This is an optimization exercise on Yosys and OpenROAD, whose aim is small area, a short achievable clock period and few clock cycles per item, not a production implementation. No run shown here included a check of the RTL's function; only the layout flow was run. Power and IR drop assume default switching activity.

## flow/design.v

```verilog
`default_nettype none
package lsw_pkg;
  localparam int unsigned PortsDefault        = 8;
  localparam int unsigned TableEntriesDefault = 256;
  localparam int unsigned CmdQueueDepth       = 2;
  localparam int unsigned ResQueueDepth       = 2;
  localparam int unsigned PortMaskW           = 8;
  localparam int unsigned CfgIdxW             = 1;
  localparam int unsigned CfgDataW            = 16;
  localparam logic [CfgIdxW-1:0] CfgSwitchId      = 1'b0;
  localparam logic [CfgIdxW-1:0] CfgControlPeriod = 1'b1;
  localparam logic [7:0]  SwitchIdReset      = 8'd0;
  localparam logic [15:0] ControlPeriodReset = 16'd10;
  localparam logic [1:0] ActNone    = 2'd0;
  localparam logic [1:0] ActForward = 2'd1;
  localparam logic [1:0] ActFlood   = 2'd2;
  localparam logic [1:0] ActControl = 2'd3;
  localparam logic [1:0] SndHost   = 2'd1;
  localparam logic [1:0] SndSwitch = 2'd2;
  typedef enum logic [1:0] {
    OpTick = 2'd0,
    OpCtrl = 2'd1,
    OpData = 2'd2,
    OpDrop = 2'd3
  } op_e;
  typedef struct packed {
    op_e        op;
    logic [2:0] in_port;
    logic [7:0] src;
    logic [7:0] dst;
    logic [1:0] sender_type;
    logic [7:0] adv_root;
    logic [7:0] adv_dist;
    logic       sender_child;
  } cmd_t;
  typedef struct packed {
    logic [1:0]           action;
    logic [2:0]           out_port;
    logic [PortMaskW-1:0] port_mask;
    logic [7:0]           ctl_root;
    logic [7:0]           ctl_dist;
    logic [PortMaskW-1:0] child_mask;
  } result_t;
  localparam int unsigned CmdW = 40;
  localparam int unsigned ResW = 37;
  function automatic logic [PortMaskW-1:0] all_ports(input integer ports);
    integer i;
    all_ports = '0;
    for (i = 0; i < PortMaskW; i = i + 1) begin
      all_ports[i] = (i < ports);
    end
  endfunction
endpackage
`default_nettype wire
`default_nettype none
module learning_switch_with_tree_election_unit #(
  parameter int unsigned PORTS         = lsw_pkg::PortsDefault,
  parameter int unsigned TABLE_ENTRIES = lsw_pkg::TableEntriesDefault
) (
  input  wire                          clk_i,
  input  wire                          rst_ni,
  input  wire                          cfg_we_i,
  input  wire  [lsw_pkg::CfgIdxW-1:0]  cfg_idx_i,
  input  wire  [lsw_pkg::CfgDataW-1:0] cfg_wdata_i,
  input  wire                          push,
  output logic                         full,
  input  wire                          kind_i,
  input  wire  [2:0]                   in_port_i,
  input  wire  [7:0]                   pkt_src_i,
  input  wire  [7:0]                   pkt_dst_i,
  input  wire                          is_control_i,
  input  wire  [1:0]                   sender_type_i,
  input  wire  [7:0]                   adv_root_i,
  input  wire  [7:0]                   adv_dist_i,
  input  wire                          sender_child_i,
  output logic                         empty,
  input  wire                          pop,
  output logic [1:0]                   action_o,
  output logic [2:0]                   out_port_o,
  output logic [7:0]                   port_mask_o,
  output logic [7:0]                   ctl_root_o,
  output logic [7:0]                   ctl_dist_o,
  output logic [7:0]                   child_mask_o
);
  logic       v0_q;
  logic       kind0_q, ctrl0_q, child0_q;
  logic [2:0] port0_q;
  logic [7:0] aroot0_q, cand0_q;
  logic [15:0] shi0_q, slo0_q;
  logic       cov0_q, host0_q, sw0_q;
  logic [3:0]  dtop0_q, dmid0_q;
  logic [15:0] dlo0_q;
  logic       accept;
  logic [8:0] cand_in;
  assign cand_in = {1'b0, adv_dist_i} + 9'd1;
  assign accept = push && !full;
  always_ff @(posedge clk_i or negedge rst_ni) begin
    if (!rst_ni) v0_q <= 1'b0;
    else         v0_q <= accept;
  end
  always_ff @(posedge clk_i) begin
    kind0_q  <= kind_i;
    ctrl0_q  <= is_control_i;
    child0_q <= sender_child_i;
    port0_q  <= in_port_i;
    shi0_q   <= (accept && kind_i) ? (16'd1 << pkt_src_i[7:4]) : 16'd0;
    slo0_q   <= 16'd1 << pkt_src_i[3:0];
    aroot0_q <= adv_root_i;
    cand0_q  <= cand_in[8] ? 8'hFF : cand_in[7:0];
    cov0_q   <= cand_in[8];
    host0_q  <= (sender_type_i == lsw_pkg::SndHost);
    sw0_q    <= (sender_type_i == lsw_pkg::SndSwitch);
    dtop0_q  <= 4'd1 << pkt_dst_i[7:6];
    dmid0_q  <= 4'd1 << pkt_dst_i[5:4];
    dlo0_q   <= 16'd1 << pkt_dst_i[3:0];
  end
  logic [255:0] tvalid_q;
  logic [2:0]   tport_q [256];
  logic [255:0] twe;
  always_comb begin
    for (int i = 0; i < 256; i++) twe[i] = shi0_q[i/16] && slo0_q[i%16] && !tvalid_q[i];
  end
  always_ff @(posedge clk_i or negedge rst_ni) begin
    if (!rst_ni) tvalid_q <= '0;
    else         tvalid_q <= tvalid_q | twe;
  end
  always_ff @(posedge clk_i) begin
    for (int i = 0; i < 256; i++) begin
      if (twe[i]) tport_q[i] <= port0_q;
    end
  end
  logic       v1_q;
  logic       kind1_q, ctrl1_q, child1_q, host1_q, sw1_q, hit1, cov1_q;
  logic [2:0] port1_q, hport1;
  logic [7:0] aroot1_q, cand1_q;
  logic [3:0] rd_grp [16];
  logic [3:0][3:0] rd_quad;
  logic [3:0][3:0] quad1_q;
  logic [3:0] dtop1_q;
  logic [3:0] rd_ent;
  always_comb begin
    for (int j = 0; j < 16; j++) begin
      rd_grp[j] = '0;
      for (int k = 0; k < 16; k++) begin
        rd_grp[j] = rd_grp[j] | ({4{dlo0_q[k]}} & {tport_q[16*j+k], tvalid_q[16*j+k]});
      end
    end
    for (int g = 0; g < 4; g++) begin
      rd_quad[g] = '0;
      for (int m = 0; m < 4; m++) begin
        rd_quad[g] = rd_quad[g] | ({4{dmid0_q[m]}} & rd_grp[4*g+m]);
      end
    end
  end
  always_comb begin
    rd_ent = '0;
    for (int g = 0; g < 4; g++) rd_ent = rd_ent | ({4{dtop1_q[g]}} & quad1_q[g]);
  end
  always_ff @(posedge clk_i or negedge rst_ni) begin
    if (!rst_ni) v1_q <= 1'b0;
    else         v1_q <= v0_q;
  end
  always_ff @(posedge clk_i) begin
    kind1_q  <= kind0_q;
    ctrl1_q  <= ctrl0_q;
    child1_q <= child0_q;
    host1_q  <= host0_q;
    sw1_q    <= sw0_q;
    port1_q  <= port0_q;
    aroot1_q <= aroot0_q;
    cand1_q  <= cand0_q;
    cov1_q   <= cov0_q;
    quad1_q  <= rd_quad;
    dtop1_q  <= dtop0_q;
  end
  logic [15:0] period_q, period_d;
  logic [7:0]  root_q, root_d;
  logic [7:0]  dist_q, dist_d;
  logic        pknown_q, pknown_d;
  logic [2:0]  pport_q, pport_d;
  logic [7:0]  tree_q, tree_d;
  logic signed [16:0] rem_q, rem_d;
  logic               rc_q, rc_d;
  logic               fire_q, fire_d;   
  logic signed [16:0] rc_rem;
  logic        fire, upd_lt, upd_eq, set_bit;
  logic [7:0]  in_bit;
  logic [1:0]  r_act;
  logic [19:0] r_pay;
  assign hit1     = rd_ent[0];
  assign hport1   = rd_ent[3:1];
  assign rc_rem   = $signed({1'b0, period_q}) - rem_q;
  assign fire     = fire_q;
  assign in_bit   = 8'd1 << port1_q;
  assign upd_lt   = sw1_q && (aroot1_q < root_q);
  assign upd_eq   = sw1_q && (aroot1_q == root_q) && !cov1_q && (dist_q > cand1_q);
  assign set_bit  = host1_q ||
                    (sw1_q && (upd_lt || upd_eq || (pknown_q && pport_q == port1_q) || child1_q));
  always_comb begin
    period_d = period_q;
    root_d   = root_q;
    dist_d   = dist_q;
    pknown_d = pknown_q;
    pport_d  = pport_q;
    tree_d   = tree_q;
    rem_d    = rem_q;
    rc_d     = 1'b0;
    fire_d   = fire_q;
    if (rc_q) begin
      rem_d  = rc_rem;
      fire_d = (rc_rem <= 0);
    end
    r_act    = lsw_pkg::ActNone;
    r_pay    = '0;
    if (v1_q) begin
      if (!kind1_q) begin
        if (fire) begin
          rem_d   = $signed({1'b0, period_q}) - 17'sd1;
          fire_d  = (period_q <= 16'd1);
          r_act  = lsw_pkg::ActControl;
          r_pay  = {pport_q, pknown_q, dist_q, root_q};
        end else begin
          rem_d   = rem_q - 17'sd1;
          fire_d  = (rem_q == 17'sd1);
        end
      end else if (ctrl1_q) begin
        if (upd_lt) root_d = aroot1_q;
        if (upd_lt || upd_eq) begin
          pknown_d = 1'b1;
          pport_d  = port1_q;
          dist_d   = cand1_q;
        end
        tree_d = set_bit ? (tree_q | in_bit) : (tree_q & ~in_bit);
      end else if (hit1) begin
        r_act = lsw_pkg::ActForward;
        r_pay = {17'd0, hport1};
      end else begin
        r_act = lsw_pkg::ActFlood;
        r_pay = {12'd0, (pknown_q ? tree_q : 8'hFF) & ~in_bit};
      end
    end
    if (cfg_we_i) begin
      if (cfg_idx_i == lsw_pkg::CfgSwitchId) begin
        root_d   = cfg_wdata_i[7:0];
        dist_d   = '0;
        pknown_d = 1'b0;
        pport_d  = '0;
      end else begin
        period_d = cfg_wdata_i;
        rem_d    = rc_q ? rem_q : rc_rem;
        rc_d     = 1'b1;
      end
    end
  end
  always_ff @(posedge clk_i or negedge rst_ni) begin
    if (!rst_ni) begin
      period_q <= lsw_pkg::ControlPeriodReset;
      root_q   <= lsw_pkg::SwitchIdReset;
      dist_q   <= '0;
      pknown_q <= 1'b0;
      pport_q  <= '0;
      tree_q   <= '0;
      rem_q    <= 17'($signed({1'b0, lsw_pkg::ControlPeriodReset}) - 17'sd1);
      rc_q     <= 1'b0;
      fire_q   <= 1'b0;
    end else begin
      period_q <= period_d;
      root_q   <= root_d;
      dist_q   <= dist_d;
      pknown_q <= pknown_d;
      pport_q  <= pport_d;
      tree_q   <= tree_d;
      rem_q    <= rem_d;
      rc_q     <= rc_d;
      fire_q   <= fire_d;
    end
  end
  logic [21:0] q_mem [3];
  logic [1:0]  q_wr_q, q_rd_q, q_cnt_q;
  logic        hv_q;
  logic [2:0]  cnt_q, cnt_d;
  logic        take, q_push, q_pop, head_load;
  logic [21:0] head_src;
  logic [36:0] head_q;
  function automatic logic [36:0] decode(input logic [21:0] e);
    logic [1:0]  a;
    logic [19:0] p;
    a = e[21:20];
    p = e[19:0];
    decode = '0;
    decode[36:35] = a;
    unique case (a)
      lsw_pkg::ActForward: decode[34:32] = p[2:0];
      lsw_pkg::ActFlood:   decode[31:24] = p[7:0];
      lsw_pkg::ActControl: begin
        decode[31:24] = 8'hFF;
        decode[23:16] = p[7:0];
        decode[15:8]  = p[15:8];
        decode[7:0]   = p[16] ? (8'd1 << p[19:17]) : 8'd0;
      end
      default: ;
    endcase
  endfunction
  assign take      = !hv_q || pop;
  assign head_load = take && (q_cnt_q != 2'd0 || v1_q);
  assign q_pop     = take && (q_cnt_q != 2'd0);
  assign q_push    = v1_q && !(take && q_cnt_q == 2'd0);
  assign head_src  = (q_cnt_q != 2'd0) ? q_mem[q_rd_q] : {r_act, r_pay};
  always_ff @(posedge clk_i or negedge rst_ni) begin
    if (!rst_ni) begin
      hv_q    <= 1'b0;
      q_wr_q  <= '0;
      q_rd_q  <= '0;
      q_cnt_q <= '0;
    end else begin
      hv_q  <= head_load || (hv_q && !pop);
      if (q_push) q_wr_q <= (q_wr_q == 2'd2) ? 2'd0 : q_wr_q + 2'd1;
      if (q_pop)  q_rd_q <= (q_rd_q == 2'd2) ? 2'd0 : q_rd_q + 2'd1;
      if (q_push && !q_pop) q_cnt_q <= q_cnt_q + 2'd1;
      else if (q_pop && !q_push) q_cnt_q <= q_cnt_q - 2'd1;
    end
  end
  always_ff @(posedge clk_i) begin
    if (q_push) q_mem[q_wr_q] <= {r_act, r_pay};
  end
  always_ff @(posedge clk_i or negedge rst_ni) begin
    if (!rst_ni)        head_q <= '0;
    else if (head_load) head_q <= decode(head_src);
  end
  assign {action_o, out_port_o, port_mask_o, ctl_root_o, ctl_dist_o, child_mask_o} = head_q;
  assign empty = !hv_q;
  assign cnt_d = cnt_q + {2'd0, accept} - {2'd0, hv_q && pop};
  always_ff @(posedge clk_i or negedge rst_ni) begin
    if (!rst_ni) begin
      cnt_q <= '0;
      full  <= 1'b0;
    end else begin
      cnt_q <= cnt_d;
      full  <= (cnt_d == 3'd4);
    end
  end
endmodule
`default_nettype wire
```

## flow/flow/run.sh

```bash
#!/bin/bash
# Standard layout, except that clock tree synthesis inserts no dummy loads.
# Each tool's output goes to the ORFS logs under orfs/logs; make's own output to flow_make.log.
set -euo pipefail
export CTS_ARGS="-sink_clustering_enable -repair_clock_nets -dont_use_dummy_load -sink_clustering_size 25 -sink_clustering_max_diameter 100"
bash standard.sh > flow_make.log 2>&1
```

## flow/standard.sh

```bash
#!/bin/bash
# synth_recipe.tcl (not shown) runs the flow's synth.tcl, then flattens the netlist and writes it again
# the make line also repeats each setting of config.mk as NAME=value (left out here)
make -C /OpenROAD-flow-scripts/flow DESIGN_CONFIG=/design/flow/config.mk WORK_HOME=/design/flow/orfs CLKGATE_MAP_FILE= SYNTH_SCRIPT=/design/flow/synth_recipe.tcl "${@:-finish}"
```

## flow/config.mk

```make
export PLATFORM = sky130hd
export DESIGN_NAME = learning_switch_with_tree_election_unit
export DESIGN_NICKNAME = learning_switch_with_tree_election_unit
export VERILOG_FILES = /design/flow/design.v
export SDC_FILE = /design/flow/constraint.sdc
export NUM_CORES = 4
export LEC_CHECK = 0
export CAP_MARGIN = 20
export CORE_MARGIN = 2
export CORE_UTILIZATION = 60
export CTS_CLUSTER_DIAMETER = 100
export CTS_CLUSTER_SIZE = 25
export SETUP_SLACK_MARGIN = 3.6
export SLEW_MARGIN = 20
```

## flow/constraint.sdc

```tcl
create_clock -name core_clock -period 6.0 [get_ports {clk_i}]
set_input_delay 1.2000 -clock core_clock [delete_from_list [all_inputs] [get_ports {clk_i}]]
set_output_delay 1.2000 -clock core_clock [all_outputs]
set_load 0.01 [all_outputs]
```

==> results of run 1 <==
==> critical path: stages, from the launching register on <==
cell      delay [ps]
dfstp_2          570
inv_4             40
fa_2             400
nand2b_4         170
a21oi_4          190
buf_4            140
buf_4            100
o22ai_1          120
o21ai_1          180
a21oi_1          100
xor2_1           300
nand4_1          160
o31ai_1          200
==> per-layer routing <==
| layer | share of wire, % | wire length [µm] | global-route usage [%] | vias to the layer above |
|---|---|---|---|---|
| met2 | 48 | 70600 | 53.5 | 1650 |
| met3 | 8.2 | 11900 | 5.05 | 275 |
| met4 | 4.1 | 6000 | 11.7 | 10 |
| met1 | 40 | 57800 | 44.3 | 17200 |
| li1 | - | - | - | 14600 |
| met5 | 0.040 | 58 | 0 | - |
==> cell usage in the layout (no fill, tap or decap), types with 8 or more instances in the layout <==
master and count:
edfxtp_1 834, nand2_1 397, nor2_1 383, dfrtp_1 356, nand2b_1 274, a22oi_1 233
a22o_1 174, a221oi_1 147, buf_4 105, dfxtp_1 92, nand3_1 88, o21ai_0 79
nand4_1 63, clkbuf_16 61, a21oi_1 59, clkdlybuf4s50_1 59, mux2i_1 42, inv_1 41
buf_2 31, xnor2_1 30, o21ai_1 29, nor3_1 28, ha_1 27, buf_6 24
o22ai_1 19, dfxtp_4 19, dfxtp_2 15, and3_1 14, a21o_1 11, nor2b_1 10
a31oi_1 10, buf_12 10, nor4_1 9, ha_4 8, dfrtp_2 8
==> worst paths after layout <==
check,startpoint,to,slack (ps),depth (start not counted)
max,period_q[1]$_DFFE_PN1P_,fire_q$_DFF_PN0_,3230,12
min,cand0_q[5]$_SDFF_PP1_,cand1_q[5]$_DFF_P_,300,0
max reg2reg,period_q[1]$_DFFE_PN1P_,fire_q$_DFF_PN0_,3230,12
min reg2reg,cand0_q[5]$_SDFF_PP1_,cand1_q[5]$_DFF_P_,300,0
max in group asynchronous,rst_ni,root_q[4]$_DFF_PN0_,4210,2
min in group asynchronous,rst_ni,period_q[9]$_DFFE_PN0P_,500,1
==> registers in the layout (all words and copies together) (netlist names), 8 cells and up, named ones only <==
register,flops
aroot0_q,8
aroot1_q,8
cand0_q,8
cand1_q,8
dist_q,8
dlo0_q,16
head_q,37
period_q,16
q_mem,66
quad1_q,16
rem_q,17
root_q,8
shi0_q,16
slo0_q,16
tport_q,768
tvalid_q,256
==> area by class of cell <==
type	instances	share of cell area, %
multi-input combinational	2307	25.8
antenna	3	0.0132
clock buffer	60	2.64
tap	1144	2.52
sequential	1329	65.0
inverter	50	0.357
timing repair buffer	232	3.62
==> metrics by stage <==
stage	hold WS [ps]	utilization, %	instance area (µm²)
floorplan	310	-	51900
detailed placement	314	63.2	54000
finish	298	66.5	56800
CTS	313	65.9	56300
global route	302	66.5	56800
global placement	313	63.2	54000
==> kinds of logic (layout without fill, tap and decap cells) <==
logic type,Yosys count,after routing
flip-flops,1329,1329
AND/OR/NAND/NOR,1328,1331
AO/OA/AOI/OAI,839,842
buffers and inverters,274,342
multiplexers,49,49
XOR/XNOR,44,44
adder cells (fa/ha/maj),41,41
other,0,3
==> cell usage after synthesis (4+ instances only) <==
master / number / share of area [%]
a211o_1: 6 / 0.10
a211oi_1: 4 / 0.058
a21o_1: 11 / 0.16
a21oi_1: 67 / 0.65
a221oi_1: 152 / 2.6
a22o_1: 174 / 2.9
a22oi_1: 240 / 3.5
a31oi_1: 11 / 0.13
and2_1: 7 / 0.085
and3_1: 14 / 0.17
buf_1: 52 / 0.38
clkbuf_1: 171 / 1.2
dfrtp_1: 365 / 18
dfstp_2: 4 / 0.20
dfxtp_1: 126 / 4.9
edfxtp_1: 834 / 48
ha_1: 39 / 0.94
inv_1: 49 / 0.36
mux2_2: 7 / 0.15
mux2i_1: 42 / 0.81
nand2_1: 401 / 2.9
nand2b_1: 278 / 3.4
nand3_1: 91 / 0.88
nand4_1: 63 / 0.76
nor2_1: 387 / 2.8
nor2b_1: 14 / 0.17
nor3_1: 31 / 0.30
nor3b_1: 7 / 0.10
nor4_1: 10 / 0.12
o211ai_1: 6 / 0.087
o21a_1: 9 / 0.13
o21ai_0: 95 / 0.92
o21ai_1: 21 / 0.20
o22ai_1: 19 / 0.23
or3_1: 4 / 0.048
or4_1: 4 / 0.058
xnor2_1: 32 / 0.54
xor2_1: 11 / 0.19
==> where the power goes <==
group	internal [µW]	switching [µW]	total, µW
combinational	1280	1760	3040
sequential	10100	470	10600
clock	1780	2660	4440
total	13200	4890	18100
==> what timing repair did <==
action                                  4_1_cts  5_1_grt
endpoints found under the setup margin      247      301
buffers inserted                             62       24
cloned                                        5        3
hold endpoints to repair                      0        0
pin swaps                                    33       29
resized for setup                           262       56
==> metrics.cfg, run 1 <==
[pwr]
total_power_uw = 18100
leakage_uw = 0.0222
power.density_nw_per_um2 = 319
vdd_drop_max_mv = 0.242

[worst_setup_path]
worstPathRequired_ps = 6530
worst_ep_arrival_time_ps = 3290
path_max_fanout = 3
endpoint_kind = register
worstSetupPathType = reg2reg
startpoint_type = register

[place]
portBuffers = 100
placedCellCount = 4968
dpl_worst_slack_ps = 1830
dp_hpwl_mm = 88.1
gp_congestion = 0.867

[logic_synthesis]
ys_ff_latch = 1329
ys_seq_area_share_pct = 71.1
synth_nets = 4007
synthesis.instances = 3904
synth_cell_types = 68
ys.flop_type = edfxtp_1
synth_top_family_by_area = simple AND/OR/NAND/NOR gates
synth-edff-count = 834
synth-simple-area-share_pct = 12.1
synth-xor-area-share_pct = 0.759
yosysWarnings = 3
synth_fa_ha_area_share_pct = 1.02
syn_avg_cell_area_um2 = 13.3
async_flop_share_pct = 27.8
synth-compound-area-share_pct = 12.1
syn_area_um2 = 51800
synth.area.mux_share_pct = 0.964

[route]
remaining_drc_errors = 0
drt_wl_total_mm = 146
viasPerCell = 6.60
wire_per_inst_um = 28.6
dr.pass1.iters = 6
vias = 33800
drt_iter0_drc = 4253
ant_nets = 0

[grt]
globalRouteTotalUtil_pct = 32.5
antenna_found_initial = 7
grt_pass1_wl_mm = 215
grt_remaining_overflow = 0
grt_max_degree = 184
first_global_vias = 33200

[clock_network]
clockBufferDepth = 3
cts.sinks = 1329
cts_tree = built
htreeDepth = 2
cts-root-buf = clkbuf_16
cts-hold-fix-buffers = 0
numCtsBuffers = 60
clkTransAtPathRegs_ps = 100
clock_latency_ps = 690

[sta]
slew_headroom_pct = 22.1
period_needed_ps = 2770
finalSetupViolCount = 0
fin_setup_tns_ps = 0
layout_setup_ws_ps = 3230
finalHoldViolations = 0
max_slew.worst_pin.slew_ps = 1170
period_share_pct = 46.1
finClkSkew_ps = 67.4
fmax_mhz = 361
report.final.slew_viol_count = 0
rsz0062_at_grt = yes

[finish]
seqCellArea_um2 = 36900
drive_gt1_share_pct = 10.2
fillerInstances = 6182
multiInputGateArea_um2 = 14700
synthToLayoutAreaGrowth_pct = 9.62
fin_cells = 5125
fin_nets = 4083

[floorplan]
die_height_um = 298
pin_count = 101
die_x_um = 298
core-area_um2 = 85400
core.rowCount = 107
start_util_pct = 60.6
die-area_um2 = 88700

[job]
drv_cap = 0

[min_path]
min_path_type = reg2reg

[outcome]
status = finished clean

==> run 2: changes to the inputs <==
==> flow/run.sh (new file) <==
#!/bin/bash
# synth_recipe.tcl (not shown) runs the flow's synth.tcl, then flattens the netlist and writes it again
# the make line also repeats each setting of config.mk as NAME=value (left out here)
make -C /OpenROAD-flow-scripts/flow DESIGN_CONFIG=/design/flow/config.mk WORK_HOME=/design/flow/orfs CLKGATE_MAP_FILE= SYNTH_SCRIPT=/design/flow/synth_recipe.tcl finish
removed: flow/flow/run.sh
removed: flow/standard.sh
==> metrics.cfg, run 2 <==
[outcome]
status = finished clean

[sta]
finalHoldViolations = 0  ; unchanged
finalSetupViolCount = 0  ; unchanged
period_needed_ps = 2800  ; +31.5 ps
layout_setup_ws_ps = 3200  ; -31.5 ps
report.final.slew_viol_count = 0  ; unchanged
finClkSkew_ps = 39.5  ; -27.9 ps
fin_setup_tns_ps = 0  ; unchanged
slew_headroom_pct = 21.6  ; -0.51 points
period_share_pct = 46.7  ; +0.53 points
fmax_mhz = 357  ; -1.1%
max_slew.worst_pin.slew_ps = 1180  ; +7.57 ps
rsz0062_at_grt = yes

[worst_setup_path]
path_max_fanout = 4  ; +1
worst_ep_arrival_time_ps = 3380  ; +90 ps
endpoint_kind = register
worstPathRequired_ps = 6580  ; +50 ps
cp_slowest_cell = or4_4
crit_chain = or4_4 -> nor3_4 -> nand3_2 -> o32a_1 -> a211o_1 -> nor4_4 -> nand4_1 -> o31ai_1
cpPeakStageDelay_ps = 610  ; +40 ps
startpoint_type = register
worstSetupPathType = reg2reg

[finish]
top_regs = tport_q x768, tvalid_q x256, q_mem x66
synthToLayoutAreaGrowth_pct = 10.3
fillerInstances = 6162  ; -0.32%
regMostFlops = tport_q
layout_commonest_cell = edfxtp_1
fin_cells = 5177  ; +1.0%
mostFrequentLayoutCells = edfxtp_1, nand2_1, nor2_1, dfrtp_1, nand2b_1
drive_gt1_share_pct = 10.4  ; +0.26 points
fin_nets = 4084  ; +0.024%
final_core_utilization_pct = 66.9  ; +0.42 points
largest_register_ffs = 768  ; unchanged
antenna_cells = 0  ; -3

[clock_network]
clockBufferDepth = 3  ; unchanged
cts-hold-fix-buffers = 0  ; unchanged
cts_tree = built
numCtsBuffers = 60  ; unchanged
clock_latency_ps = 710  ; +20 ps
cts-root-buf = clkbuf_16
cts.sinks = 1329  ; unchanged
htreeDepth = 2  ; unchanged
clkTransAtPathRegs_ps = 100  ; about the same

[logic_synthesis]
synth_nets = 4007  ; unchanged
syn_avg_cell_area_um2 = 13.3  ; unchanged
yosysWarnings = 3  ; unchanged
synthTopCellsByArea = edfxtp_1, dfrtp_1, dfxtp_1
synthesis.instances = 3904  ; unchanged
yosysMostFrequentCell = edfxtp_1
synth_commonest_cells = edfxtp_1, nand2_1, nor2_1
ys_ff_latch = 1329  ; unchanged
ys.flop_type = edfxtp_1
async_flop_share_pct = 27.8  ; unchanged
ys_seq_area_share_pct = 71.1  ; unchanged
yosysTopAreaCell = edfxtp_1
syn_area_um2 = 51800  ; unchanged
synth_cell_types = 68  ; unchanged
synth-edff-count = 834  ; unchanged
synth_top_area_share_pct = 48.4  ; unchanged

[grt]
antenna_found_initial = 7  ; unchanged
first_global_vias = 33200  ; -0.018%
grt_max_degree = 184  ; unchanged
grt_pass1_wl_mm = 215  ; about the same
grt_remaining_overflow = 0  ; unchanged
globalRouteTotalUtil_pct = 32.4  ; about the same

[floorplan]
die_x_um = 298  ; unchanged
start_util_pct = 60.6  ; unchanged
core.rowCount = 107  ; unchanged
die-area_um2 = 88700  ; unchanged
pin_count = 101  ; unchanged
die_height_um = 298  ; unchanged
core-area_um2 = 85400  ; unchanged

[min_path]
min_path_type = reg2reg

[route]
drt_iter0_drc = 4139  ; -2.7%
drt_wl_total_mm = 146  ; -0.11%
dr.pass1.iters = 6  ; unchanged
wire_per_inst_um = 28.2  ; -1.1%
vias = 33900  ; +0.23%
ant_nets = 0  ; unchanged
viasPerCell = 6.55  ; -0.78%
remaining_drc_errors = 0  ; unchanged

[place]
portBuffers = 100  ; unchanged
placedCellCount = 4968  ; unchanged
dp_hpwl_mm = 88.1  ; unchanged
gp_congestion = 0.867  ; unchanged
dpl_worst_slack_ps = 1830  ; unchanged

[pwr]
power.density_nw_per_um2 = 323  ; +1.5%
leakage_uw = 0.0223  ; +0.42%
vdd_drop_max_mv = 0.267  ; +10%
total_power_uw = 18500  ; +2.1%

[job]
drv_cap = 0  ; unchanged

==> run 2: cell counts after synthesis <==
No cell type changed its count.
==> run 2: through the flow <==
stage | hold WS [ps] | cell area (µm²)
final | 322 | 57100
after floorplan | 310 | 51900
after global placement | 313 | 54000
after global routing | 333 | 57100
after detailed placement | 314 | 54000
after CTS | 331 | 56500
==> run 2: repair_timing <==
item,in CTS,in global routing
cloned,5,2
pin swaps,34,42
setup endpoints to repair,247,157
endpoints found under the hold margin,0,0
setup buffers,53,35
resized for setup,267,64
==> run 2: logic make-up (layout without fill, tap and decap cells) <==
logic type | after synthesis | count (layout) | share of synthesized area [%]
flip-flops | 1329 | 1329 | 71.1
AND/OR/NAND/NOR | 1328 | 1331 | 12.1
AO/OA/AOI/OAI | 839 | 842 | 12.1
buffers and inverters | 274 | 397 | 1.99
multiplexers | 49 | 49 | 0.964
XOR/XNOR | 44 | 44 | 0.759
adder cells (fa/ha/maj) | 41 | 41 | 1.02
==> run 2: worst max-delay path: cells and delay by family (launching register included) <==
| family | cells | cell delay [ps] |
|---|---|---|
| simple gates | 5 | 1450 |
| flops | 1 | 460 |
| compound gates | 3 | 800 |
==> run 2: area by class of cell <==
| cell class | count | area [µm²] | share of cell area, % |
|---|---|---|---|
| clock buffers | 108 | 1700 | 2.98 |
| flip-flops and latches | 1329 | 36900 | 64.6 |
| clock inverters | 6 | 98.8 | 0.173 |
| inverters | 50 | 203 | 0.355 |
| multi-input cells | 2307 | 14700 | 25.7 |
| repair buffers | 233 | 2070 | 3.63 |
| well taps | 1144 | 1430 | 2.51 |
==> run 2: power breakdown <==
part | leakage [µW] | total, µW | switching (µW) | internal (µW)
combinational | 0.00788 | 3070 | 1770 | 1300
clock | 0.000851 | 4790 | 2830 | 1970
sequential | 0.0135 | 10600 | 467 | 10100
==> run 2: worst paths after layout <==
path / slack, ps / startpoint / depth (start not counted) / to
max: 3200 / period_q[7]$_DFFE_PN0P_ / 8 / fire_q$_DFF_PN0_
max in group asynchronous: 4250 / rst_ni / 2 / tvalid_q[104]$_DFF_PN0_
min reg2reg: 320 / cand0_q[4]$_SDFF_PP1_ / 0 / cand1_q[4]$_DFF_P_
max reg2reg: 3200 / period_q[7]$_DFFE_PN0P_ / 8 / fire_q$_DFF_PN0_
min: 320 / cand0_q[4]$_SDFF_PP1_ / 0 / cand1_q[4]$_DFF_P_
min in group asynchronous: 440 / rst_ni / 1 / period_q[9]$_DFFE_PN0P_
==> run 2: metal layers <==
layer	GRT usage (%)	vias to the layer above	share of wire, %
met3	4.90	300	8.1
met1	44.3	17200	40
met5	0	-	0.049
met2	53.5	1686	48
li1	-	14700	-
met4	11.9	12	4.1
==> run 3: changes to the inputs <==
--- a/flow/design.v
+++ b/flow/design.v
@@ -180,7 +180,7 @@
   logic [2:0]  pport_q, pport_d;
   logic [7:0]  tree_q, tree_d;
   logic signed [16:0] rem_q, rem_d;
-  logic               rc_q, rc_d;
+  logic               rc_q, rc_d, rc2_q;
   logic               fire_q, fire_d;   
   logic signed [16:0] rc_rem;
   logic        fire, upd_lt, upd_eq, set_bit;
@@ -206,10 +206,8 @@
     rem_d    = rem_q;
     rc_d     = 1'b0;
     fire_d   = fire_q;
-    if (rc_q) begin
-      rem_d  = rc_rem;
-      fire_d = (rc_rem <= 0);
-    end
+    if (rc_q) rem_d = rc_rem;
+    if (rc2_q) fire_d = (rem_q <= 0);
     r_act    = lsw_pkg::ActNone;
     r_pay    = '0;
     if (v1_q) begin
@@ -262,6 +260,7 @@
       tree_q   <= '0;
       rem_q    <= 17'($signed({1'b0, lsw_pkg::ControlPeriodReset}) - 17'sd1);
       rc_q     <= 1'b0;
+      rc2_q    <= 1'b0;
       fire_q   <= 1'b0;
     end else begin
       period_q <= period_d;
@@ -272,6 +271,7 @@
       tree_q   <= tree_d;
       rem_q    <= rem_d;
       rc_q     <= rc_d;
+      rc2_q    <= rc_q;
       fire_q   <= fire_d;
     end
   end
==> metrics.cfg, run 3 <==
[logic_synthesis]
synth_cell_types = 74  ; +8.8%
ys.flop_type = edfxtp_1
syn_area_um2 = 52000  ; +0.37%
ys_ff_latch = 1330  ; +0.075%
yosysTopAreaCell = edfxtp_1
synth_commonest_cells = edfxtp_1, nand2_1, nor2_1
ys_seq_area_share_pct = 70.9  ; -0.22 points
yosysWarnings = 3  ; unchanged
yosysMostFrequentCell = edfxtp_1
syn_avg_cell_area_um2 = 13.3  ; about the same
synth_nets = 4022  ; +0.37%
async_flop_share_pct = 27.8  ; +0.054 points
synthTopCellsByArea = edfxtp_1, dfrtp_1, dfxtp_1
synthesis.instances = 3919  ; +0.38%
synth_top_area_share_pct = 48.2  ; -0.18 points
synth-edff-count = 834  ; unchanged

[clock_network]
cts-root-buf = clkbuf_16
htreeDepth = 2  ; unchanged
clockBufferDepth = 3  ; unchanged
numCtsBuffers = 59  ; -1.7%
cts.sinks = 1330  ; +0.075%
clock_latency_ps = 700  ; about the same
clkTransAtPathRegs_ps = 100  ; about the same
cts-hold-fix-buffers = 0  ; unchanged
cts_tree = built

[route]
drt_iter0_drc = 4460  ; +7.8%
wire_per_inst_um = 28.1  ; -0.57%
remaining_drc_errors = 0  ; unchanged
ant_nets = 0  ; unchanged
drt_wl_total_mm = 145  ; -1.1%
viasPerCell = 6.58  ; +0.48%
dr.pass1.iters = 6  ; unchanged
vias = 33900  ; -0.021%

[outcome]
status = finished clean

[floorplan]
start_util_pct = 60.8  ; +0.13 points
pin_count = 101  ; unchanged
die-area_um2 = 89000  ; +0.37%
core-area_um2 = 85500  ; +0.16%
die_x_um = 298  ; +0.18%
die_height_um = 298  ; +0.18%
core.rowCount = 107  ; unchanged

[sta]
finalSetupViolCount = 0  ; unchanged
period_share_pct = 41.7  ; -5.0 points
max_slew.worst_pin.slew_ps = 1220  ; +49.9 ps
finClkSkew_ps = 42.2  ; +2.69 ps
finalHoldWorstSlack_ps = 334  ; +12.2 ps
report.final.slew_viol_count = 0  ; unchanged
fin_setup_tns_ps = 0  ; unchanged
period_needed_ps = 2500  ; -299 ps
rsz0062_at_grt = yes
fmax_mhz = 400  ; +12%
slew_headroom_pct = 18.2  ; -3.3 points
finalHoldViolations = 0  ; unchanged
layout_setup_ws_ps = 3500  ; +299 ps

[finish]
fin_cells = 5151  ; -0.50%
largest_register_ffs = 768  ; unchanged
drive_gt1_share_pct = 8.71  ; -1.7 points
fillerInstances = 6133  ; -0.47%
antenna_cells = 0  ; unchanged
fin_nets = 4060  ; -0.59%
regMostFlops = tport_q
synthToLayoutAreaGrowth_pct = 9.04
layout_commonest_cell = edfxtp_1
mostFrequentLayoutCells = edfxtp_1, nand2_1, nor2_1, dfrtp_1, nand2b_1
top_regs = tport_q x768, tvalid_q x256, q_mem x66

[grt]
antenna_found_initial = 4  ; -3
grt_remaining_overflow = 0  ; unchanged
globalRouteTotalUtil_pct = 32.1  ; -0.39 points
grt_max_degree = 201  ; +9.2%
first_global_vias = 33400  ; +0.81%
grt_pass1_wl_mm = 213  ; -0.93%

[place]
dpl_worst_slack_ps = 2210  ; +373 ps
portBuffers = 100  ; unchanged
gp_congestion = 0.917  ; +5.8%
dp_hpwl_mm = 86.2  ; -2.1%
placedCellCount = 4967  ; -0.020%

[worst_setup_path]
worstSetupPathType = reg2reg
worstPathRequired_ps = 6560  ; -20 ps
endpoint_kind = register
worst_ep_arrival_time_ps = 3060  ; -320 ps
startpoint_type = register
path_max_fanout = 3  ; -1

[pwr]
vdd_drop_max_mv = 0.239  ; -10%
power.density_nw_per_um2 = 317  ; -2.1%
swShare_pct = 26.5  ; -0.97 points
clockPowerShare_pct = 26.2  ; +0.2 points
leakage_uw = 0.0221  ; -0.97%
p_comb_share_pct = 14.7  ; -1.9 points
pwr-share-seq_pct = 59.0  ; +1.6 points
p_sw_uw = 4750  ; -6.3%
p_int_uw = 13200  ; -1.5%

[job]
drv_cap = 0  ; unchanged

[min_path]
min_path_type = reg2reg

==> run 3: changes by cell type after synthesis, moves of 8 or more <==
| cell | before | now |
|---|---|---|
| o21ai_0 | 95 | 81 |
| buf_2 | 1 | 10 |
| a22oi_1 | 240 | 187 |
| o21ai_1 | 21 | 6 |
| nand3_1 | 91 | 80 |
| nor2_1 | 387 | 378 |
| buf_1 | 52 | 60 |
| a21oi_1 | 67 | 96 |
| a22o_1 | 174 | 206 |
| a221oi_1 | 152 | 178 |
==> run 3: power groups by stage <==
stage	clock, µW	combinational [µW]	sequential (µW)
5_1_grt	5080	2900	10600
3_5_place_dp	0	2340	10800
6_report	4710	2640	10600
4_1_cts	4770	2500	10600
3_3_place_gp	0	2270	10800
2_1_floorplan	0	1600	10600
==> run 3: path summary, 6_finish.rpt <==
check,to,slack (ps),startpoint,cells past startpoint
min reg2reg,cand1_q[1]$_DFF_P_,330,cand0_q[1]$_SDFF_PP1_,0
min,cand1_q[1]$_DFF_P_,330,cand0_q[1]$_SDFF_PP1_,0
max reg2reg,rem_q[10]$_DFFE_PN0P_,3500,period_q[0]$_DFFE_PN0P_,11
max in group asynchronous,tvalid_q[0]$_DFF_PN0_,4030,rst_ni,2
max,rem_q[10]$_DFFE_PN0P_,3500,period_q[0]$_DFFE_PN0P_,11
min in group asynchronous,period_q[11]$_DFFE_PN0P_,510,rst_ni,1
==> run 3: cell type report <==
class | count | area [µm²] | area share, %
multi-input cells | 2302 | 14400 | 25.5
clock buffers | 107 | 1670 | 2.94
repair buffers | 211 | 1920 | 3.40
flip-flops and latches | 1330 | 36900 | 65.2
inverters | 53 | 199 | 0.351
clock inverters | 4 | 75.1 | 0.132
well taps | 1144 | 1430 | 2.53
==> run 3: logic make-up after synthesis <==
logic type	Yosys count	synth area share [%]
multiplexers	46	0.888
flip-flops	1330	70.9
adder cells (fa/ha/maj)	41	1.02
XOR/XNOR	36	0.607
AO/OA/AOI/OAI	854	12.4
buffers and inverters	289	2.11
AND/OR/NAND/NOR	1323	12.1
==> run 3: through the flow <==
step / power, µW / util, % / cell area [µm²]
floorplan: 12200 / - / 52100
global placement: 13000 / 63.2 / 54100
detailed placement: 13100 / 63.2 / 54100
CTS: 17800 / 65.8 / 56300
global route: 18600 / 66.2 / 56700
finish: 17900 / 66.2 / 56700
==> run 3: repair_timing <==
action,in CTS,in global routing
gates cloned,2,0
setup endpoints to repair,214,92
pin swaps,11,20
gates resized for setup,223,58
buffers inserted,54,16
==> run 3: worst max-delay path, stage by stage (launching register included) <==
cell      delay, ps
dfrtp_1         390
inv_2            70
ha_4            170
fa_2            390
nand2b_4        170
a211oi_4        330
o21ai_2         110
a21boi_2        180
buf_4           140
or3_1           100
a31oi_1          80
a211o_1         280
==> run 3: per-layer routing <==
layer / wire, µm / vias to the layer above / GRT usage (%)
li1: - / 14700 / -
met1: 57300 / 17100 / 45.0
met2: 70100 / 1798 / 53.0
met3: 13100 / 266 / 4.87
met4: 4220 / 4 / 8.55
met5: 25 / - / 0
==> run 4: changes to the inputs <==
--- a/flow/config.mk
+++ b/flow/config.mk
@@ -12,3 +12,4 @@
 export CTS_CLUSTER_SIZE = 25
 export SETUP_SLACK_MARGIN = 3.6
 export SLEW_MARGIN = 20
+export TNS_END_PERCENT = 10
==> metrics.cfg, run 4 <==
[logic_synthesis]
async_flop_share_pct = 27.8  ; unchanged
syn_area_um2 = 52000  ; unchanged
yosysMostFrequentCell = edfxtp_1
synthTopCellsByArea = edfxtp_1, dfrtp_1, dfxtp_1
ys_ff_latch = 1330  ; unchanged
synth_commonest_cells = edfxtp_1, nand2_1, nor2_1
syn_avg_cell_area_um2 = 13.3  ; unchanged
yosysWarnings = 3  ; unchanged
synth-edff-count = 834  ; unchanged
yosysTopAreaCell = edfxtp_1
synthesis.instances = 3919  ; unchanged
synth_top_area_share_pct = 48.2  ; unchanged
ys_seq_area_share_pct = 70.9  ; unchanged
synth_cell_types = 74  ; unchanged
synth_nets = 4022  ; unchanged
ys.flop_type = edfxtp_1

[route]
viasPerCell = 6.62  ; +0.67%
dr.pass1.iters = 8  ; +2
vias = 34100  ; +0.51%
ant_nets = 0  ; unchanged
wire_per_inst_um = 28.3  ; +0.78%
remaining_drc_errors = 0  ; unchanged
drt_wl_total_mm = 146  ; +0.63%
drt_iter0_drc = 4389  ; -1.6%

[worst_setup_path]
worst_ep_arrival_time_ps = 1370  ; -1690 ps
rr_startpoint = period_q[1]$_DFFE_PN1P_
critPathLaunch = head_q[23]$_DFFE_PN0P_
crit_family = flip-flops
endpoint = ctl_root_o[7]
worstSetupPathType = reg2out
cp_slowest_cell = dfrtp_1
rrSetupSlack_ps = 3480  ; -20 ps
worstPathRequired_ps = 4800  ; -1760 ps
endpoint_kind = output port
path_max_fanout = 2  ; -1
cpPeakStageDelay_ps = 390  ; about the same
startpoint_type = register
reg2regPathDepth = 9  ; -2
path_depth = 1  ; -10
r2r-end = rem_q[10]$_DFFE_PN0P_
path_buf_inv = 1  ; -1
crit_chain = dlygate4sd2_1

[grt]
antenna_found_initial = 4  ; unchanged
grt_pass1_wl_mm = 213  ; +0.12%
grt_max_degree = 99  ; -51%
first_global_vias = 33300  ; -0.26%
grt_remaining_overflow = 0  ; unchanged
globalRouteTotalUtil_pct = 32.1  ; about the same

[floorplan]
die_height_um = 298  ; unchanged
core-area_um2 = 85500  ; unchanged
core.rowCount = 107  ; unchanged
die-area_um2 = 89000  ; unchanged
pin_count = 101  ; unchanged
start_util_pct = 60.8  ; unchanged
die_x_um = 298  ; unchanged

[finish]
mostFrequentLayoutCells = edfxtp_1, nand2_1, nor2_1, dfrtp_1, nand2b_1
layout_commonest_cell = edfxtp_1
fin_cells = 5143  ; -0.16%
multiInputGateArea_um2 = 14400  ; -0.43%
synthToLayoutAreaGrowth_pct = 8.82
top_regs = tport_q x768, tvalid_q x256, q_mem x66
seqCellArea_um2 = 36900  ; about the same
fin_nets = 4052  ; -0.20%
drive_gt1_share_pct = 7.35  ; -1.4 points
largest_register_ffs = 768  ; unchanged
postLayoutCellArea_um2 = 56600  ; -0.20%
regMostFlops = tport_q
fillerInstances = 6192  ; +0.96%

[sta]
max_slew.worst_pin.slew_ps = 1120  ; -106 ps
finalHoldViolations = 0  ; unchanged
fmax_mhz = 390  ; -2.6%
report.final.slew_viol_count = 0  ; unchanged
finalSetupViolCount = 0  ; unchanged
period_share_pct = 42.8  ; +1.1 points
fin_setup_tns_ps = 0  ; unchanged
rsz0062_at_grt = yes
finClkSkew_ps = 45.2  ; +2.95 ps
period_needed_ps = 2570  ; +66.7 ps
slew_headroom_pct = 25.4  ; +7.2 points

[pwr]
total_power_uw = 17800  ; -0.74%
vdd_drop_max_mv = 0.261  ; +8.8%
power.density_nw_per_um2 = 315  ; -0.54%
leakage_uw = 0.0220  ; -0.36%

[place]
placement.cell_area_um2 = 54100  ; about the same
dp_hpwl_mm = 87.1  ; +0.96%
placedCellCount = 4972  ; +0.10%
gp_congestion = 0.902  ; -1.7%
portBuffers = 100  ; unchanged

[clock_network]
htreeDepth = 2  ; unchanged
clkTransAtPathRegs_ps = 100  ; about the same
cts_tree = built
clock_latency_ps = 700  ; about the same
clockBufferDepth = 3  ; unchanged
cts-root-buf = clkbuf_16
cts.sinks = 1330  ; unchanged
numCtsBuffers = 59  ; unchanged

[outcome]
status = finished clean

[min_path]
min_path_type = reg2reg

[job]
drv_cap = 0  ; unchanged

==> run 4: cell counts after synthesis <==
Identical to the previous run, type by type.
==> run 4: where the power goes <==
part           switching, µW  internal [µW]
Sequential               445          10100
Clock                   2770           1910
Combinational           1510           1040
Total                   4720          13100
==> run 4: how the worst min path moves through the flow <==
stage                              startpoint             endpoint  cells past startpoint
after floorplan           aroot0_q[0]$_DFF_P_  aroot1_q[0]$_DFF_P_                      0
after global placement        kind0_q$_DFF_P_      kind1_q$_DFF_P_                      0
after detailed placement        sw0_q$_DFF_P_        sw1_q$_DFF_P_                      0
after CTS                 aroot0_q[7]$_DFF_P_  aroot1_q[7]$_DFF_P_                      0
after global routing      aroot0_q[7]$_DFF_P_  aroot1_q[7]$_DFF_P_                      0
final                     aroot0_q[7]$_DFF_P_  aroot1_q[7]$_DFF_P_                      0
==> run 4: worst register-to-register path: cells and delay by family (launching register included) <==
kind | cells | cell delay, ps
AOI/OAI and AO/OA | 5 | 1010
DFF | 1 | 570
adders and majority gates | 1 | 390
muxes | 1 | 210
and+or+nand+nor | 1 | 160
buffers and inverters | 1 | 40
==> run 4: kinds of logic after synthesis <==
logic type | count (synthesis) | synth area share, %
mux | 46 | 0.888
fa+ha+maj | 41 | 1.02
xor+xnor | 36 | 0.607
buf+inv | 289 | 2.11
flops | 1330 | 70.9
compound gates | 854 | 12.4
simple gates | 1323 | 12.1
==> run 4: metal layers <==
layer / part of all wire, % / global-route usage [%] / routed length [µm]
met1: 40 / 45.5 / 58900
met4: 3.3 / 9.44 / 4860
met5: 0.0076 / 0 / 11
met3: 8.9 / 4.03 / 12900
met2: 47 / 52.6 / 68900
==> run 4: what timing repair did <==
action / CTS / global route
setup endpoints to repair: 177 / 196
cloned: 1 / 1
hold buffers: 0 / 0
pin swaps: 9 / 16
setup buffers: 16 / 41
gates resized for setup: 91 / 89
==> run 4: stage by stage <==
step | util (%) | hold slack, ps | setup slack (ps)
floorplan | - | 310 | 3380
global placement | 63.2 | 310 | 2400
detailed placement | 63.2 | 312 | 2430
CTS | 65.4 | 318 | 3280
global route | 66.1 | 331 | 3400
finish | 66.1 | 321 | 3430
==> run 4: area by class of cell <==
class	instances	share of cell area [%]
clock inverters	4	0.0929
repair buffers	203	3.36
inverters	53	0.356
multi-input cells	2302	25.4
diodes	1	0.00442
flip-flops and latches	1330	65.3
clock buffers	106	2.94
well taps	1144	2.53

what the ideal ports hide:
Ports are ideal in the flow. The routed layouts listed here were re-timed in OpenROAD.
Step 1 assumes that a clkbuf_16 drives the clock port and a buf_2 every other input.
Step 2 moves the port delays by t, midway between the first and last clock arrival at a register: inputs arrive t later, outputs are due t later. That takes back most of the time a late clock gives input paths.
Three values: ideal, step 1, step 2; two values: the first two.
| run | t, ns | slack for setup (ns) | hold slack, ns | worst setup path at the end | latest minus earliest clock arrival (ns) |
|---|---|---|---|---|---|
| run 1 | 0.717 | 3.232 / 3.232 / 2.931 | 0.298 / 0.298 / 0.298 | input to register | 0.094 / 0.094 |
| run 2 | 0.756 | 3.201 / 3.201 / 2.887 | 0.322 / 0.322 / 0.322 | input to register | 0.051 / 0.051 |
| run 3 | 0.748 | 3.500 / 3.478 / 2.982 | 0.334 / 0.334 / 0.334 | input to register | 0.046 / 0.045 |
| run 4 | 0.744 | 3.433 / 3.362 / 2.828 | 0.321 / 0.321 / 0.321 | input to register | 0.056 / 0.056 |
After both steps setup and hold are still met in every run listed. The setup slack of run 4, which loses most, moves by -0.071 ns with the drivers and by -0.605 ns with both steps.
